From an optimization exercise on the open Yosys and OpenROAD flow, aimed at small area, a short achievable clock period and few clock cycles; shortcuts taken in it are not production practice.
In this exercise RTL edits were held to simulation tests only and were not proved equivalent to the original.
Power is estimated from default activity; no workload was simulated.

==> inputs of job 2090 <==
==> flow/design.v <==
package bda_pkg;
  localparam int PROCESS_COUNT  = 16;
  localparam int RESOURCE_COUNT = 8;
  localparam int UNIT_WIDTH     = 8;
  localparam logic [1:0] OP_LOAD_AVAIL = 2'd0;
  localparam logic [1:0] OP_LOAD_CLAIM = 2'd1;
  localparam logic [1:0] OP_REQUEST    = 2'd2;
  localparam logic [1:0] OP_RELEASE    = 2'd3;
  localparam logic [2:0] ST_GRANTED = 3'd0;
  localparam logic [2:0] ST_NEED    = 3'd1;
  localparam logic [2:0] ST_UNAVAIL = 3'd2;
  localparam logic [2:0] ST_UNSAFE  = 3'd3;
  localparam logic [2:0] ST_DONE    = 3'd4;
endpackage
import bda_pkg::*;
module bankers_deadlock_avoidance (
  input  logic        clk,
  input  logic        rst_n,
  input  logic        in_valid,
  output logic        in_stall,
  input  logic [1:0]  in_operation,
  input  logic [3:0]  in_process,
  input  logic [2:0]  in_resource,
  input  logic [7:0]  in_amount,
  input  logic        in_last,
  output logic        out_valid,
  input  logic        out_stall,
  output logic [2:0]  out_status,
  output logic [3:0]  out_process_echo,
  input  logic        psel,
  input  logic        penable,
  input  logic        pwrite,
  input  logic [2:0]  paddr,
  input  logic [31:0] pwdata,
  output logic [31:0] prdata,
  output logic        pready
);
  localparam int NP = PROCESS_COUNT;
  localparam int NR = RESOURCE_COUNT;
  localparam int NG = 2;
  localparam int GS = NP / NG;
  function automatic logic gt8(input logic [7:0] a, input logic [7:0] b);
    logic [7:0] g, e;
    logic [3:0] g1, e1;
    logic [1:0] g2, e2;
    g = a & ~b;
    e = ~(a ^ b);
    for (int i = 0; i < 4; i++) begin
      g1[i] = g[2*i+1] | (e[2*i+1] & g[2*i]);
      e1[i] = e[2*i+1] & e[2*i];
    end
    for (int i = 0; i < 2; i++) begin
      g2[i] = g1[2*i+1] | (e1[2*i+1] & g1[2*i]);
      e2[i] = e1[2*i+1] & e1[2*i];
    end
    gt8 = g2[1] | (e2[1] & g2[0]);
  endfunction
  function automatic logic [9:0] add10(input logic [9:0] a, input logic [9:0] b,
                                       input logic cin);
    logic [9:0] p, g, gg, pp, gn, pn;
    p  = a ^ b;
    g  = a & b;
    gg = g;
    pp = p;
    gg[0] = g[0] | (p[0] & cin);
    for (int d = 1; d < 10; d = d * 2) begin
      gn = gg;
      pn = pp;
      for (int i = d; i < 10; i++) begin
        gn[i] = gg[i] | (pp[i] & gg[i-d]);
        pn[i] = pp[i] & pp[i-d];
      end
      gg = gn;
      pp = pn;
    end
    add10 = p ^ {gg[8:0], cin};
  endfunction
  function automatic logic [NP-1:0] dec16(input logic [3:0] p);
    for (int q = 0; q < NP; q++) dec16[q] = (p == 4'(q));
  endfunction
  logic [4:0] act_p_r;
  logic [3:0] act_r_r;
  logic       cfg_wr;
  assign pready = 1'b1;
  assign cfg_wr = psel && penable && pwrite;
  always_ff @(posedge clk) begin
    if (!rst_n) begin
      act_p_r <= 5'd16;
      act_r_r <= 4'd8;
    end else if (cfg_wr) begin
      if (!paddr[2]) act_p_r <= pwdata[4:0];
      if (paddr[2])  act_r_r <= pwdata[3:0];
    end
  end
  assign prdata = paddr[2] ? {28'd0, act_r_r} : {27'd0, act_p_r};
  logic [NP-1:0] pact;
  logic [NR-1:0] ract;
  always_comb begin
    for (int q = 0; q < NP; q++) pact[q] = (q == 0) || (act_p_r > 5'(q));
    for (int j = 0; j < NR; j++) ract[j] = (j == 0) || (act_r_r > 4'(j));
  end
  logic [7:0]    need_r [NP][NR];
  logic [7:0]    alc_r  [NP][NR];
  logic [NP-1:0] vld_r;
  logic [7:0]    avail_r [NR];
  logic [7:0]    pend_r  [NR];
  logic [NP-1:0] rsel_r;
  logic          x_v;
  logic          x_ne;             
  logic [1:0]    x_op;
  logic [3:0]    x_p;
  logic [2:0]    x_r;
  logic [7:0]    x_amt;
  logic          x_last;
  logic          st_idle, st_grant, st_fix, st_walk, st_rb;
  logic [7:0]    dpend_r [NR];
  logic [3:0]    dproc_r;
  logic [7:0]    work_r [NR];
  logic [NP-1:0] fin_r;
  logic       q0_v, q1_v;
  logic [6:0] q0_d, q1_d;
  logic       space;
  logic       push;
  logic [6:0] push_d;
  assign space = !q1_v;
  logic x_exec, accept;
  assign x_exec   = x_v && (!x_ne || (st_idle && space));
  assign in_stall = x_v && x_ne && !(st_idle && space);
  assign accept   = in_valid && !in_stall;
  logic ex_av, ex_cl, ex_rl, ex_last, ex_res;
  logic p_ok;
  assign p_ok    = |(rsel_r & pact);
  assign ex_av   = x_exec && (x_op == OP_LOAD_AVAIL);
  assign ex_cl   = x_exec && (x_op == OP_LOAD_CLAIM) && p_ok;
  assign ex_rl   = x_exec && (x_op == OP_RELEASE) && p_ok;
  assign ex_last = x_exec && (x_op == OP_REQUEST) && x_last;
  assign ex_res  = x_exec && (x_op != OP_REQUEST);
  logic [7:0] rd_need [NR];
  logic [7:0] rd_alc  [NR];
  logic [7:0] rdg_alc [NG][NR];
  always_comb begin
    for (int j = 0; j < NR; j++) begin
      rd_need[j] = '0;
      rd_alc[j]  = '0;
      for (int g = 0; g < NG; g++) begin
        rdg_alc[g][j] = '0;
        for (int q = g * GS; q < (g + 1) * GS; q++) begin
          rd_need[j]    = rd_need[j]    | (need_r[q][j] & {8{rsel_r[q] & vld_r[q]}});
          rdg_alc[g][j] = rdg_alc[g][j] | (alc_r[q][j]  & {8{rsel_r[q] & vld_r[q]}});
        end
        rd_alc[j] = rd_alc[j] | rdg_alc[g][j];
      end
    end
  end
  logic [7:0]    m [NR];           
  logic [NR-1:0] bad_need, bad_av;
  logic          chk_fail;
  logic [2:0]    chk_st;
  logic          go;               
  always_comb begin
    for (int j = 0; j < NR; j++) begin
      m[j]        = pend_r[j];
      bad_need[j] = ract[j] && gt8(m[j], rd_need[j]);
      bad_av[j]   = ract[j] && gt8(m[j], avail_r[j]);
    end
    chk_fail = |(bad_need | bad_av);
    chk_st   = ST_NEED;
    for (int j = NR - 1; j >= 0; j--) begin
      if (bad_need[j] || bad_av[j]) chk_st = bad_need[j] ? ST_NEED : ST_UNAVAIL;
    end
  end
  assign go = ex_last && p_ok && !chk_fail;
  logic [NP-1:0] fitq, picked, covr, cand, pick_nxt;
  logic          safe, unsafe;
  always_comb begin
    for (int q = 0; q < NP; q++) begin
      logic f;
      f = 1'b1;
      for (int j = 0; j < NR; j++) begin
        if (ract[j] && gt8(need_r[q][j], work_r[j])) f = 1'b0;
      end
      fitq[q] = f || !vld_r[q];
    end
    picked   = st_walk ? rsel_r : '0;
    covr     = fin_r | picked | fitq;
    cand     = fitq & ~fin_r & ~picked;
    for (int q = 0; q < NP; q++)
      pick_nxt[q] = cand[q] && !(|(cand & ((NP'(1) << q) - (NP'(1) << ((q / GS) * GS)))));
    safe     = &covr;
    unsafe   = st_walk && !safe && (cand == '0) && (picked == '0);
  end
  logic       rb;
  logic       row_we;
  logic [7:0] wr_need [NR];
  logic [7:0] wr_alc  [NR];
  assign rb     = st_rb && space;
  assign row_we = ex_cl || ex_rl || st_grant || rb;
  always_comb begin
    for (int j = 0; j < NR; j++) begin
      logic [7:0] a;
      logic [9:0] ns, as;
      a  = ex_rl ? rd_alc[j] : dpend_r[j];
      ns = add10({2'b0, rd_need[j]}, {2'b0, a ^ {8{st_grant}}}, st_grant);
      as = add10({2'b0, rd_alc[j]}, {2'b0, dpend_r[j] ^ {8{!st_grant}}}, !st_grant);
      wr_need[j] = rd_need[j];
      wr_alc[j]  = rd_alc[j];
      if (ex_cl) begin
        if (x_r == 3'(j)) begin
          wr_need[j] = x_amt;
          wr_alc[j]  = '0;
        end
      end else if (ract[j]) begin
        wr_need[j] = ns[7:0];
        wr_alc[j]  = ex_rl ? 8'd0 : as[7:0];
      end
    end
  end
  always_ff @(posedge clk) begin
    if (row_we) begin
      for (int q = 0; q < NP; q++) begin
        if (rsel_r[q]) begin
          for (int j = 0; j < NR; j++) begin
            need_r[q][j] <= wr_need[j];
            alc_r[q][j]  <= wr_alc[j];
          end
        end
      end
    end
  end
  logic [7:0] avail_nxt [NR];
  always_comb begin
    for (int j = 0; j < NR; j++) begin
      logic [9:0] s;
      logic [7:0] b;
      b = ex_rl ? rd_alc[j] : dpend_r[j];
      s = add10({2'b0, avail_r[j]}, {2'b0, b ^ {8{st_grant}}}, st_grant);
      avail_nxt[j] = avail_r[j];
      if (ex_av && x_r == 3'(j)) avail_nxt[j] = x_amt;
      if (ract[j] && (ex_rl || st_grant || rb))
        avail_nxt[j] = (ex_rl && s[8]) ? 8'hff : s[7:0];
    end
  end
  always_comb begin
    push   = 1'b0;
    push_d = {ST_DONE, x_p};
    if (ex_res) push = 1'b1;
    if (ex_last && !go) begin
      push   = 1'b1;
      push_d = {p_ok ? chk_st : ST_NEED, x_p};
    end
    if ((st_grant || st_walk) && safe && space) begin
      push   = 1'b1;
      push_d = {ST_GRANTED, dproc_r};
    end
    if (rb) begin
      push   = 1'b1;
      push_d = {ST_UNSAFE, dproc_r};
    end
  end
  logic pop;
  assign pop = q0_v && !out_stall;
  always_ff @(posedge clk) begin
    if (!rst_n) begin
      q0_v <= 1'b0;
      q1_v <= 1'b0;
    end else begin
      if (pop) begin
        q0_v <= q1_v || push;
        q1_v <= q1_v && push;
      end else begin
        q0_v <= q0_v || push;
        q1_v <= q1_v || (q0_v && push);
      end
    end
  end
  always_ff @(posedge clk) begin
    if (pop) begin
      q0_d <= q1_v ? q1_d : push_d;
      q1_d <= push_d;
    end else begin
      if (!q0_v) q0_d <= push_d;
      if (q0_v && !q1_v) q1_d <= push_d;
    end
  end
  assign out_valid        = q0_v;
  assign out_status       = q0_d[6:4];
  assign out_process_echo = q0_d[3:0];
  logic          to_idle;
  logic [NP-1:0] x_sel_nxt;        
  assign x_sel_nxt = accept ? dec16(in_process) : dec16(x_p);
  always_comb begin
    to_idle = 1'b0;
    if (st_idle)  to_idle = !(ex_last && p_ok);
    if (st_fix)   to_idle = 1'b1;
    if (st_grant) to_idle = safe && space;
    if (st_walk)  to_idle = safe && space;
    if (st_rb)    to_idle = space;
  end
  always_ff @(posedge clk) begin
    if (!rst_n) begin
      x_v      <= 1'b0;
      st_idle  <= 1'b1;
      st_grant <= 1'b0;
      st_fix   <= 1'b0;
      st_walk  <= 1'b0;
      st_rb    <= 1'b0;
      vld_r    <= '0;
      for (int j = 0; j < NR; j++) begin
        avail_r[j] <= '0;
        pend_r[j]  <= '0;
      end
    end else begin
      if (accept)      x_v <= 1'b1;
      else if (x_exec) x_v <= 1'b0;
      if (row_we) vld_r <= vld_r | rsel_r;
      for (int j = 0; j < NR; j++) begin
        avail_r[j] <= avail_nxt[j];
        if (ex_last) pend_r[j] <= '0;
        if (accept && in_operation == OP_REQUEST && in_resource == 3'(j)) pend_r[j] <= in_amount;
      end
      st_idle  <= to_idle;
      st_grant <= st_idle && go;
      st_fix   <= st_idle && ex_last && p_ok && chk_fail;
      st_walk  <= (st_grant || st_walk) && !to_idle && !unsafe;
      st_rb    <= (st_walk && unsafe) || (st_rb && !space);
    end
  end
  always_ff @(posedge clk) begin
    if (st_idle) begin
      if (!(ex_last && p_ok)) rsel_r <= x_sel_nxt;
    end else if (st_fix) begin
      rsel_r <= x_sel_nxt;
    end else if (st_grant || st_walk) begin
      if (safe)        rsel_r <= x_sel_nxt;
      else if (unsafe) rsel_r <= dec16(dproc_r);
      else             rsel_r <= pick_nxt;
    end else if (space) begin
      rsel_r <= x_sel_nxt;
    end
  end
  always_ff @(posedge clk) begin
    if (accept) begin
      x_op   <= in_operation;
      x_p    <= in_process;
      x_r    <= in_resource;
      x_amt  <= in_amount;
      x_last <= in_last;
      x_ne   <= (in_operation != OP_REQUEST) || in_last;
    end
    if (ex_last) begin
      dproc_r <= x_p;
      fin_r   <= ~pact;
      for (int j = 0; j < NR; j++) begin
        dpend_r[j] <= m[j];
        work_r[j]  <= 8'(add10({2'b0, avail_r[j]}, {2'b0, ~m[j]}, 1'b1));
      end
    end else if (st_walk) begin
      fin_r <= fin_r | rsel_r;
      for (int j = 0; j < NR; j++) begin
        logic [9:0] s;
        logic [8:0] cs, cc;
        cs = {1'b0, work_r[j] ^ rdg_alc[0][j] ^ rdg_alc[1][j]};
        cc = {(work_r[j] & rdg_alc[0][j]) | (work_r[j] & rdg_alc[1][j]) |
              (rdg_alc[0][j] & rdg_alc[1][j]), 1'b0};
        s = add10({1'b0, cs}, {1'b0, cc}, 1'b0);
        work_r[j] <= (s[9:8] != 2'b00) ? 8'hff : s[7:0];
      end
    end
  end
endmodule
==> flow/run.sh <==
#!/bin/bash
# synth_recipe.tcl (not shown) runs the flow's synth.tcl, then flattens the netlist and writes it again
# the make line also repeats each setting of config.mk as NAME=value (left out here)
make -C /OpenROAD-flow-scripts/flow DESIGN_CONFIG=/design/flow/config.mk WORK_HOME=/design/flow/orfs CLKGATE_MAP_FILE= SYNTH_SCRIPT=/design/flow/synth_recipe.tcl finish
==> flow/config.mk <==
export PLATFORM = sky130hd
export DESIGN_NAME = bankers_deadlock_avoidance
export DESIGN_NICKNAME = bankers_deadlock_avoidance
export VERILOG_FILES = /design/flow/design.v
export SDC_FILE = /design/flow/constraint.sdc
export NUM_CORES = 4
export LEC_CHECK = 0
export ABC_CLOCK_PERIOD_IN_PS = 5000
export CAP_MARGIN = 20
export CORE_MARGIN = 2
export CORE_UTILIZATION = 55
export PLACE_DENSITY = 0.7
export SETUP_SLACK_MARGIN = 3.3
export SLEW_MARGIN = 20
==> flow/constraint.sdc <==
create_clock -name core_clock -period 8.0 [get_ports {clk}]
set_input_delay 1.6000 -clock core_clock [delete_from_list [all_inputs] [get_ports {clk}]]
set_output_delay 1.6000 -clock core_clock [all_outputs]
set_load 0.01 [all_outputs]
==> job 2152 (differences from job 2090) <==
--- a/flow/design.v
+++ b/flow/design.v
@@ -42,16 +42,6 @@
   function automatic logic gt8(input logic [7:0] a, input logic [7:0] b);
-    logic [7:0] g, e;
-    logic [3:0] g1, e1;
-    logic [1:0] g2, e2;
-    g = a & ~b;
-    e = ~(a ^ b);
-    for (int i = 0; i < 4; i++) begin
-      g1[i] = g[2*i+1] | (e[2*i+1] & g[2*i]);
-      e1[i] = e[2*i+1] & e[2*i];
-    end
-    for (int i = 0; i < 2; i++) begin
-      g2[i] = g1[2*i+1] | (e1[2*i+1] & g1[2*i]);
-      e2[i] = e1[2*i+1] & e1[2*i];
-    end
-    gt8 = g2[1] | (e2[1] & g2[0]);
+    logic g;
+    g = 1'b0;
+    for (int i = 0; i < 8; i++) g = (a[i] & ~b[i]) | ((a[i] | ~b[i]) & g);
+    gt8 = g;
   endfunction
@@ -108,3 +98,2 @@
   logic          x_v;
-  logic          x_ne;             
   logic [1:0]    x_op;
@@ -125,6 +114,8 @@
   assign space = !q1_v;
-  logic x_exec, accept;
-  assign x_exec   = x_v && (!x_ne || (st_idle && space));
-  assign in_stall = x_v && x_ne && !(st_idle && space);
+  logic x_exec, accept, in_elem, x_load;
+  assign x_exec   = x_v && st_idle && space;
+  assign in_elem  = (in_operation == OP_REQUEST) && !in_last;
+  assign in_stall = x_v && !x_exec && (!in_elem || (x_op == OP_REQUEST));
   assign accept   = in_valid && !in_stall;
+  assign x_load   = accept && !in_elem;
   logic ex_av, ex_cl, ex_rl, ex_last, ex_res;
@@ -243,17 +234,7 @@
   always_comb begin
-    push   = 1'b0;
-    push_d = {ST_DONE, x_p};
-    if (ex_res) push = 1'b1;
-    if (ex_last && !go) begin
-      push   = 1'b1;
-      push_d = {p_ok ? chk_st : ST_NEED, x_p};
-    end
-    if ((st_grant || st_walk) && safe && space) begin
-      push   = 1'b1;
-      push_d = {ST_GRANTED, dproc_r};
-    end
-    if (rb) begin
-      push   = 1'b1;
-      push_d = {ST_UNSAFE, dproc_r};
-    end
+    push = ex_res || (ex_last && !go) || ((st_grant || st_walk) && safe && space) || rb;
+    if (st_idle)
+      push_d = {(x_op != OP_REQUEST) ? ST_DONE : (p_ok ? chk_st : ST_NEED), x_p};
+    else
+      push_d = {st_rb ? ST_UNSAFE : ST_GRANTED, dproc_r};
   end
@@ -289,3 +270,3 @@
   logic [NP-1:0] x_sel_nxt;        
-  assign x_sel_nxt = accept ? dec16(in_process) : dec16(x_p);
+  assign x_sel_nxt = x_load ? dec16(in_process) : dec16(x_p);
   always_comb begin
@@ -312,3 +293,3 @@
     end else begin
-      if (accept)      x_v <= 1'b1;
+      if (x_load)      x_v <= 1'b1;
       else if (x_exec) x_v <= 1'b0;
@@ -341,3 +322,3 @@
   always_ff @(posedge clk) begin
-    if (accept) begin
+    if (x_load) begin
       x_op   <= in_operation;
@@ -347,3 +328,2 @@
       x_last <= in_last;
-      x_ne   <= (in_operation != OP_REQUEST) || in_last;
     end
--- a/flow/config.mk
+++ b/flow/config.mk
@@ -10,5 +10,5 @@
 export CORE_MARGIN = 2
-export CORE_UTILIZATION = 55
-export PLACE_DENSITY = 0.7
-export SETUP_SLACK_MARGIN = 3.3
+export CORE_UTILIZATION = 50
+export PLACE_DENSITY = 0.65
+export SETUP_SLACK_MARGIN = 2.7
 export SLEW_MARGIN = 20
==> job 5029 (differences from job 2090) <==
--- a/flow/design.v
+++ b/flow/design.v
@@ -108,3 +108,2 @@
   logic          x_v;
-  logic          x_ne;             
   logic [1:0]    x_op;
@@ -125,6 +124,8 @@
   assign space = !q1_v;
-  logic x_exec, accept;
-  assign x_exec   = x_v && (!x_ne || (st_idle && space));
-  assign in_stall = x_v && x_ne && !(st_idle && space);
+  logic x_exec, accept, in_elem, x_load;
+  assign x_exec   = x_v && st_idle && space;
+  assign in_elem  = (in_operation == OP_REQUEST) && !in_last;
+  assign in_stall = x_v && !x_exec && (!in_elem || (x_op == OP_REQUEST));
   assign accept   = in_valid && !in_stall;
+  assign x_load   = accept && !in_elem;
   logic ex_av, ex_cl, ex_rl, ex_last, ex_res;
@@ -289,3 +290,3 @@
   logic [NP-1:0] x_sel_nxt;        
-  assign x_sel_nxt = accept ? dec16(in_process) : dec16(x_p);
+  assign x_sel_nxt = x_load ? dec16(in_process) : dec16(x_p);
   always_comb begin
@@ -312,3 +313,3 @@
     end else begin
-      if (accept)      x_v <= 1'b1;
+      if (x_load)      x_v <= 1'b1;
       else if (x_exec) x_v <= 1'b0;
@@ -341,3 +342,3 @@
   always_ff @(posedge clk) begin
-    if (accept) begin
+    if (x_load) begin
       x_op   <= in_operation;
@@ -347,3 +348,2 @@
       x_last <= in_last;
-      x_ne   <= (in_operation != OP_REQUEST) || in_last;
     end
--- a/flow/config.mk
+++ b/flow/config.mk
@@ -10,4 +10,4 @@
 export CORE_MARGIN = 2
-export CORE_UTILIZATION = 55
-export PLACE_DENSITY = 0.7
+export CORE_UTILIZATION = 50
+export PLACE_DENSITY = 0.65
 export SETUP_SLACK_MARGIN = 3.3
==> comparison <==
Clock-buffer cell count: job 2152 > job 5029 > job 2090.
In job 2152 the power is smaller than in job 5029, by about 1.6%.
Cell area: job 2152 < job 2090 < job 5029.
Critical path depth, highest first: job 5029, job 2090, job 2152.
Against job 2090, the worst setup slack of job 2152 is lower by 0.31 ns.
The highest register-to-register slack belongs to job 5029, the lowest to job 2152.
The lowest area after synthesis belongs to job 2152, the highest to job 5029.
Between job 5029 and job 2090, the lower die area is in job 2090 (gap about 11%, measured against job 2090).
In combinational power, job 5029 and job 2090 hardly differ.
==> figures <==
quantity                                                                             job 5029                    job 2090             job 2152
Run status                                                   no timing/DRC/antenna violations  no timing/DRC/antenna violations  no timing/DRC/antenna violations
Worst hold start                                                   avail_r[4][0]$_SDFFE_PN0P_  avail_r[2][7]$_SDFFE_PN0P_     st_rb$_SDFF_PN0_
Power consumed by the clock network                                                  0.0128 W                    0.0126 W             0.0126 W
Fraction of cell area in non-clock buffers                                              7.36%                       6.66%                4.72%
First-pass GRT wire length                                                          748000 um                   725000 um            785000 um
Share of the final layout cell area in sequential cells                                 45.0%                       46.1%                49.7%
Critical Path Start                                                   act_p_r[1]$_SDFFE_PN0P_      work_r[3][6]$_DFFE_PP_  rsel_r[9]$_DFFE_PP_
Signal buffers                                                                           1060                         971                  677
Fraction of final layout cells with drive strength greater than 1                       20.7%                       19.6%                12.7%
Reg2reg setup slack                                                                   2.82 ns                     2.79 ns              2.48 ns
Height of the chip                                                                     510 um                      484 um               501 um
Detail Route met3 WL                                                                 89200 um                    86000 um             90100 um
Number of standard cells after synthesis                                                10387                       10071                10637
Cell-internal power                                                                  0.0224 W                    0.0224 W             0.0220 W
Max Clock Skew                                                                      0.0732 ns                   0.0770 ns            0.0909 ns
PwrDens                                                                           190 nW/um^2                 193 nW/um^2          206 nW/um^2
Clock power share                                                                       42.8%                       42.5%                43.0%
Seq pwr share                                                                           47.5%                       47.8%                48.4%
Antenna cells                                                                              27                          26                   37
Final core utilization                                                                  61.7%                       66.9%                57.9%
Testbench counts of job 2090, summed over its fixed seeds: cycles 14,180.
Testbench counts of job 2152, summed over its fixed seeds: cycles 13,494.
Testbench counts of job 5029, summed over its fixed seeds: cycles 13,494.

[port drivers added, routing unchanged]
Ports are ideal in the flow. The routed layouts listed here were re-timed in OpenROAD.
Step 1 assumes that a clkbuf_16 drives the clock port and a buf_2 every other input.
Step 2, shift: input delay + t, output delay - t, t = (earliest + latest rising clock arrival at the registers) / 2. This alone moves slack from input paths to output paths.
Three values: ideal ports, drivers, drivers and shift; two values: the first two.
run | t, ns | slack for setup (ns) | cell pins on the clock port's net
job 2090 | 1.058 | 2.788 / 2.788 / 2.788 | 1
job 2152 | 1.030 | 2.477 / 2.477 / 2.183 | 1
job 5029 | 1.071 | 2.823 / 2.823 / 2.609 | 1
After both steps every run listed still meets setup and hold. The setup slack of job 2152, which loses most, moves by 0.000 ns with the drivers and by -0.294 ns with both steps.
